Background: an optimization exercise with open tools, aiming at small area. Do not read the settings as production practice. At most, simulation tests tie the RTL to the original design; equivalence was not proved. Power figures rest on the tool's default switching activity, not on a simulated workload.

==> module grahzm_core, before the edit <==
module grahzm_core #(
   parameter int WIDTH = 8,
   parameter int RAM_DEPTH = 256,
   parameter int PC_WIDTH = 8
) (
   input  logic                clk,
   input  logic                rst,
   output logic [PC_WIDTH-1:0] prog_addr,
   input  logic [7:0]          prog_data,
   input  logic [WIDTH-1:0]    in_data,
   input  logic                in_valid,
   output logic                in_ready,
   output logic [WIDTH-1:0]    out_data,
   output logic                out_valid,
   input  logic                out_ready,
   output logic                stall
);
   logic [7:0] pc_q, pc_d;
   logic [7:0] r0_q, r1_q, r2_q, r3_q, r4_q, r5_q;
   logic [7:0] r0_d, r1_d, r2_d, r3_d, r4_d, r5_d;
   logic [7:0] out_data_q, out_data_d;
   logic out_valid_q, out_valid_d;
   logic [2047:0] ram_q;
   logic [1:0] cls;
   logic [2:0] src, dst, op;
   logic is_copy, need_in, need_out, blocked, go, ram_we, zero, neg, base, taken;
   logic [7:0] src_val, reg_val, alu, rdata, wcol;
   logic [15:0] hi, lo;
   logic [255:0] nsel, wstb, nwstb;
   logic [15:0] lo_we;
   assign cls = prog_data[7:6];
   assign src = prog_data[5:3];
   assign dst = prog_data[2:0];
   assign op = prog_data[2:0];
   always_comb begin
      for (int i = 0; i < 16; i++) begin
         hi[i] = r4_q[7:4] == 4'(i);
         lo[i] = r4_q[3:0] == 4'(i);
         lo_we[i] = lo[i] & ram_we;
      end
      for (int k = 0; k < 256; k++) begin
         nsel[k] = ~(hi[k / 16] & lo[k % 16]);
         wstb[k] = hi[k / 16] & lo_we[k % 16];
         nwstb[k] = ~(hi[k / 16] & lo_we[k % 16]);
      end
   end
   for (genvar b = 0; b < 8; b++) begin : g_rd
      logic [63:0] grp;
      for (genvar g = 0; g < 64; g++) begin : g_grp
         logic [3:0] col;
         for (genvar w = 0; w < 4; w++) begin : g_w
            assign col[w] = ram_q[(g*4+w)*8+b];
         end
         grahzm_rd4 u_rd (.q(col), .nsel(nsel[g*4+3:g*4]), .z(grp[g]));
      end
      assign rdata[b] = &grp;
   end
   for (genvar k = 0; k < 256; k++) begin : g_word
      grahzm_ram_word u_word (.clk(clk), .wstb(wstb[k]), .nwstb(nwstb[k]), .wd(wcol), .q(ram_q[k*8+7:k*8]));
   end
   always_comb begin
      case (src)
         3'd0: reg_val = r0_q;
         3'd1: reg_val = r1_q;
         3'd2: reg_val = r2_q;
         3'd3: reg_val = r3_q;
         3'd4: reg_val = r4_q;
         default: reg_val = r5_q;
      endcase
   end
   always_comb begin
      is_copy = cls == 2'b10;
      need_in = is_copy && src == 3'd7;
      need_out = is_copy && dst == 3'd7;
      blocked = (need_in && !in_valid) || (need_out && out_valid_q && !out_ready);
      go = !rst && !blocked;
      ram_we = go && is_copy && dst == 3'd6 && src != 3'd6;
      src_val = src == 3'd7 ? in_data : src == 3'd6 ? rdata : reg_val;
      wcol = src == 3'd7 ? in_data : reg_val;
   end
   always_comb begin
      alu = '0;
      case (op)
         3'd0: alu = r1_q | r2_q;
         3'd1: alu = ~(r1_q & r2_q);
         3'd2: alu = ~(r1_q | r2_q);
         3'd3: alu = r1_q & r2_q;
         3'd4: alu = r1_q + r2_q;
         3'd5: alu = r1_q - r2_q;
         3'd6: alu = r1_q ^ r2_q;
         default: alu = r1_q << 1;
      endcase
   end
   always_comb begin
      zero = r3_q == '0;
      neg = r3_q[7];
      base = op[1:0] == 2'd0 ? 1'b0 : op[1:0] == 2'd1 ? zero : op[1:0] == 2'd2 ? neg : zero | neg;
      taken = base ^ op[2];
   end
   always_comb begin
      pc_d = pc_q;
      r0_d = r0_q;
      r1_d = r1_q;
      r2_d = r2_q;
      r3_d = r3_q;
      r4_d = r4_q;
      r5_d = r5_q;
      out_data_d = out_data_q;
      out_valid_d = out_valid_q && !out_ready;
      if (go) begin
         pc_d = (cls == 2'b11 && taken) ? r0_q : pc_q + 1'b1;
         if (cls == 2'b00) r0_d = 8'(prog_data[5:0]);
         if (cls == 2'b01) r3_d = alu;
         if (is_copy) begin
            case (dst)
               3'd0: r0_d = src_val;
               3'd1: r1_d = src_val;
               3'd2: r2_d = src_val;
               3'd3: r3_d = src_val;
               3'd4: r4_d = src_val;
               3'd5: r5_d = src_val;
               default: ;
            endcase
         end
         if (need_out) begin
            out_data_d = src_val;
            out_valid_d = 1'b1;
         end
      end
   end
   assign prog_addr = rst ? '0 : pc_q;
   assign stall = !rst && blocked;
   assign in_ready = !rst && need_in && !blocked;
   assign out_data = out_data_q;
   assign out_valid = out_valid_q;
   always_ff @(posedge clk) begin
      if (rst) begin
         pc_q <= '0;
         r0_q <= '0;
         r1_q <= '0;
         r2_q <= '0;
         r3_q <= '0;
         r4_q <= '0;
         r5_q <= '0;
         out_data_q <= '0;
         out_valid_q <= 1'b0;
      end else begin
         pc_q <= pc_d;
         r0_q <= r0_d;
         r1_q <= r1_d;
         r2_q <= r2_d;
         r3_q <= r3_d;
         r4_q <= r4_d;
         r5_q <= r5_d;
         out_data_q <= out_data_d;
         out_valid_q <= out_valid_d;
      end
   end
endmodule
==> module grahzm_rd4, before the edit <==
module grahzm_rd4 (
   input  logic [3:0] q,
   input  logic [3:0] nsel,
   output logic        z
);
   assign z = &(q | nsel);
endmodule
Settings: LEC_CHECK=0, CAP_MARGIN=20, CORE_MARGIN=2, CORE_UTILIZATION=40, CTS_CLUSTER_DIAMETER=100, CTS_CLUSTER_SIZE=28, SLEW_MARGIN=20, SYNTH_HIERARCHICAL=1; clock period 5.5 ns.
run.sh (not shown) runs the stock make flow with config.mk's settings and CLKGATE_MAP_FILE= SYNTH_SCRIPT=/design/flow/synth_recipe.tcl, a recipe that flattens the netlist after the stock synthesis.
Then changed:
--- a/flow/design.v
+++ b/flow/design.v
@@ -24,11 +24,12 @@
    logic [1:0] cls;
    logic [2:0] src, dst, op;
    logic is_copy, need_in, need_out, blocked, go, ram_we, zero, neg, base, taken;
    logic [7:0] src_val, reg_val, alu, rdata, wcol;
    logic [15:0] hi, lo;
-   logic [255:0] nsel, wstb, nwstb;
+   logic [255:0] wstb, nwstb;
+   logic [15:0] nlo;
    logic [15:0] lo_we;
    assign cls = prog_data[7:6];
    assign src = prog_data[5:3];
    assign dst = prog_data[2:0];
    assign op = prog_data[2:0];
@@ -36,26 +37,27 @@
       for (int i = 0; i < 16; i++) begin
          hi[i] = r4_q[7:4] == 4'(i);
          lo[i] = r4_q[3:0] == 4'(i);
          lo_we[i] = lo[i] & ram_we;
       end
+      nlo = ~lo;
       for (int k = 0; k < 256; k++) begin
-         nsel[k] = ~(hi[k / 16] & lo[k % 16]);
          wstb[k] = hi[k / 16] & lo_we[k % 16];
          nwstb[k] = ~(hi[k / 16] & lo_we[k % 16]);
       end
    end
    for (genvar b = 0; b < 8; b++) begin : g_rd
-      logic [63:0] grp;
-      for (genvar g = 0; g < 64; g++) begin : g_grp
-         logic [3:0] col;
-         for (genvar w = 0; w < 4; w++) begin : g_w
-            assign col[w] = ram_q[(g*4+w)*8+b];
+      logic [15:0] rz;
+      for (genvar i = 0; i < 16; i++) begin : g_row
+         logic [7:0] pz;
+         for (genvar g = 0; g < 8; g++) begin : g_pair
+            grahzm_rd2 u_rd (.q({ram_q[(i*16+2*g+1)*8+b], ram_q[(i*16+2*g)*8+b]}),
+                             .nsel(nlo[2*g+1:2*g]), .z(pz[g]));
          end
-         grahzm_rd4 u_rd (.q(col), .nsel(nsel[g*4+3:g*4]), .z(grp[g]));
+         assign rz[i] = hi[i] & |pz;
       end
-      assign rdata[b] = &grp;
+      assign rdata[b] = ~|rz;
    end
    for (genvar k = 0; k < 256; k++) begin : g_word
       grahzm_ram_word u_word (.clk(clk), .wstb(wstb[k]), .nwstb(nwstb[k]), .wd(wcol), .q(ram_q[k*8+7:k*8]));
    end
    always_comb begin
@@ -164,12 +166,12 @@
    input  logic [7:0] wd,
    output logic [7:0] q
 );
    always_ff @(posedge clk) q <= (q | {8{wstb}}) & ({8{nwstb}} | wd);
 endmodule
-module grahzm_rd4 (
-   input  logic [3:0] q,
-   input  logic [3:0] nsel,
-   output logic        z
+module grahzm_rd2 (
+   input  logic [1:0] q,
+   input  logic [1:0] nsel,
+   output logic       z
 );
-   assign z = &(q | nsel);
+   assign z = ~&(q | nsel);
 endmodule
=> Routed wire length rose by about 10%. Worst hold slack barely changes. Setup slack degrades by 0.23 ns. Final cell count is lower by 3.6%. Global-route usage grows by 2.6 points. Utilization rises by 0.99 points. Clock-buffer cell count goes down by 3. Combinational power grows by about 7%. Power hardly moves. Final area is higher by about 0.4%. Non-clock buffer count increases by 147. Die area decreases by 1.5%. Sequential share of layout area shrinks by 0.20 points.
Only the layout flow was run in the second run of this note; the RTL was not checked for function there.

[port drivers added, routing unchanged]
Ports are ideal in the flow. The routed layouts listed here were re-timed in OpenROAD.
Step 1: set_driving_cell puts a clkbuf_16 on clk and a buf_2 on each other input, an assumption about the parent block.
Step 2 adds t to the input delays and takes it off the output delays; t is the mean of the earliest and latest rising clock arrival at the registers after step 1. Input paths then give back, and output paths get back, about the clock's delay inside the block.
Slacks: no drivers / after step 1 / after step 2; pairs: no drivers / after step 1.
| run | t, ns | setup WS [ns] | hold WS [ns] | clock arrival spread, ns | pins driven straight from the clock port |
|---|---|---|---|---|---|
| the first run | 0.850 | 0.405 / 0.405 / 0.405 | 0.480 / 0.480 / 0.480 | 0.036 / 0.036 | 1 |
| the second run | 0.867 | 0.172 / 0.172 / 0.172 | 0.482 / 0.482 / 0.482 | 0.054 / 0.055 | 1 |
After both steps setup and hold are still met in every run listed.
